Context: an optimization exercise on an open-source flow, tuned for small area and a short achievable clock period. The choices shown serve that exercise and are no tape-out recipe. Function was checked by simulation only, so behaviour that the tests miss may differ from the original. No activity file was given, so power comes from the tool's default toggle rates.

== old ==
==> flow/design.v <==
module multicycle_datapath (
   input  logic        clk,
   input  logic        rst,
   input  logic        IorD,
   input  logic        ALUSrcA,
   input  logic [1:0]  ALUSrcB,
   input  logic [1:0]  PCSrc,
   input  logic        IRWrite,
   input  logic        PCWrite,
   input  logic        MemWrite,
   input  logic        RegDst,
   input  logic        MemtoReg,
   input  logic        RegWrite,
   input  logic        Branch,
   input  logic [1:0]  ALUOp,
   input  logic [31:0] RD,
   output logic [5:0]  OP,
   output logic [5:0]  Funct,
   output logic [31:0] ADR,
   output logic [31:0] WD,
   output logic        WE,
   output logic [31:0] outputPC,
   output logic        PCEn,
   output logic        Zero
);
   logic [31:0] pc_q, instr_q, data_q, a_q, b_q, alu_out_q;
   logic [31:1][31:0] rf_q;
   logic [4:0]  rs, rt, a3;
   logic [31:0] wbus;
   logic [31:1] we, hold, sel_a, sel_b;
   assign rs   = instr_q[25:21];
   assign rt   = instr_q[20:16];
   assign a3   = RegDst ? instr_q[15:11] : instr_q[20:16];
   assign wbus = {32{rst}} & (MemtoReg ? data_q : alu_out_q);
   always_comb begin
      for (int r = 1; r < 32; r++) begin
         we[r]    = (RegWrite && a3 == r[4:0]) || !rst;
         hold[r]  = rst && !(RegWrite && a3 == r[4:0]);
         sel_a[r] = rst && rs == r[4:0];
         sel_b[r] = rst && rt == r[4:0];
      end
   end
   always_ff @(posedge clk) begin
      for (int r = 1; r < 32; r++)
         rf_q[r] <= ({32{we[r]}} & wbus) | ({32{hold[r]}} & rf_q[r]);
   end
   logic [31:0] a_d, b_d;
   always_comb begin
      a_d = '0;
      b_d = '0;
      for (int r = 1; r < 32; r++) begin
         a_d = a_d | ({32{sel_a[r]}} & rf_q[r]);
         b_d = b_d | ({32{sel_b[r]}} & rf_q[r]);
      end
   end
   logic [31:0] sign_imm, src_a, src_b, sum, alu_result, pc_next;
   logic        op_add, op_sub, op_and, op_or, op_slt;
   logic        f_sub, f_and, f_or, f_slt;
   assign sign_imm = {{16{instr_q[15]}}, instr_q[15:0]};
   assign src_a    = ALUSrcA ? a_q : pc_q;
   always_comb begin
      case (ALUSrcB)
         2'b00:   src_b = b_q;
         2'b01:   src_b = 32'd4;
         2'b10:   src_b = sign_imm;
         default: src_b = {sign_imm[29:0], 2'b00};
      endcase
   end
   assign f_sub = instr_q[5:0] == 6'b100010;
   assign f_and = instr_q[5:0] == 6'b100100;
   assign f_or  = instr_q[5:0] == 6'b100101;
   assign f_slt = instr_q[5:0] == 6'b101010;
   assign op_sub = (ALUOp == 2'b01) || (ALUOp == 2'b10 && f_sub);
   assign op_and = (ALUOp == 2'b10 && f_and);
   assign op_or  = (ALUOp == 2'b11) || (ALUOp == 2'b10 && f_or);
   assign op_slt = (ALUOp == 2'b10 && f_slt);
   assign op_add = !(op_sub || op_and || op_or || op_slt);
   logic [31:0] x, o, n;
   logic        lt;
   assign x   = src_a ^ src_b;
   assign o   = src_a | src_b;
   assign n   = src_a & src_b;
   assign sum = src_a + (src_b ^ {32{op_sub}}) + {31'd0, op_sub};
   assign lt  = (src_a[31] ^ src_b[31]) ? src_a[31] : (src_a[30:0] < src_b[30:0]);
   always_comb begin
      alu_result = sum;
      if (op_and) alu_result = n;
      if (op_or)  alu_result = o;
      if (op_slt) alu_result = {31'd0, lt};
   end
   logic [31:0] e;
   logic        zero, pc_en;
   assign e    = ~(({32{op_add}} & (x ^ {o[30:0], 1'b0})) |
                   ({32{op_sub}} & x) |
                   ({32{op_or}}  & o) |
                   ({32{op_and}} & n));
   assign zero = (&e) & ~(op_slt & lt);
   assign pc_en   = PCWrite | (Branch & zero);
   assign pc_next = (PCSrc == 2'b01) ? alu_out_q : alu_result;
   always_ff @(posedge clk) begin
      if (!rst) begin
         pc_q      <= '0;
         instr_q   <= '0;
         data_q    <= '0;
         a_q       <= '0;
         b_q       <= '0;
         alu_out_q <= '0;
      end else begin
         if (pc_en)   pc_q    <= pc_next;
         if (IRWrite) instr_q <= RD;
         data_q    <= RD;
         a_q       <= a_d;
         b_q       <= b_d;
         alu_out_q <= alu_result;
      end
   end
   assign OP       = instr_q[31:26];
   assign Funct    = instr_q[5:0];
   assign ADR      = IorD ? alu_out_q : pc_q;
   assign WD       = b_q;
   assign WE       = MemWrite;
   assign outputPC = pc_q;
   assign PCEn     = pc_en;
   assign Zero     = zero;
endmodule
Settings: LEC_CHECK=0, CAP_MARGIN=20, CORE_MARGIN=2, CORE_UTILIZATION=40, CTS_CLUSTER_DIAMETER=80, CTS_CLUSTER_SIZE=25, SETUP_SLACK_MARGIN=2.0, SLEW_MARGIN=20; clock period 7.5 ns.
run.sh (not shown) runs the stock make flow with config.mk's settings and CLKGATE_MAP_FILE= SYNTH_SCRIPT=/design/flow/synth_recipe.tcl, a recipe that flattens the netlist after the stock synthesis.
The inputs of new differ from those of old as listed below.
Settings: CORE_UTILIZATION: 40 -> 50; PLACE_DENSITY: unset -> 0.65.
==> comparison <==
new | stages: all done | timing, DRC, antenna: all pass
Changes observed in new relative to old: register-to-register slack went down; global-route usage went up; power did not really move; multi-input combinational area share did not really move; final critical-path setup slack did not really move.

[what the ideal ports hide]
Ports are ideal in the flow. The routed layouts listed here were re-timed in OpenROAD.
Step 1: set_driving_cell puts a clkbuf_16 on clk and a buf_2 on each other input, an assumption about the parent block.
Step 2 times the ports against the registers' clock, not the clock port: input delays grow and output delays shrink by t, the midpoint of the rising clock arrivals with the driver on.
Three values: no drivers, after step 1, after step 2; two values: the first two.
run	t (ns)	setup WS [ns]	worst register clock-pin slew, ns
old	0.803	1.670 / 1.554 / 1.391	0.11 / 0.11
new	0.807	1.672 / 1.534 / 1.200	0.11 / 0.11
After both steps every run listed still meets setup and hold. The setup slack of new, which loses most, moves by -0.138 ns with the drivers and by -0.472 ns with both steps.
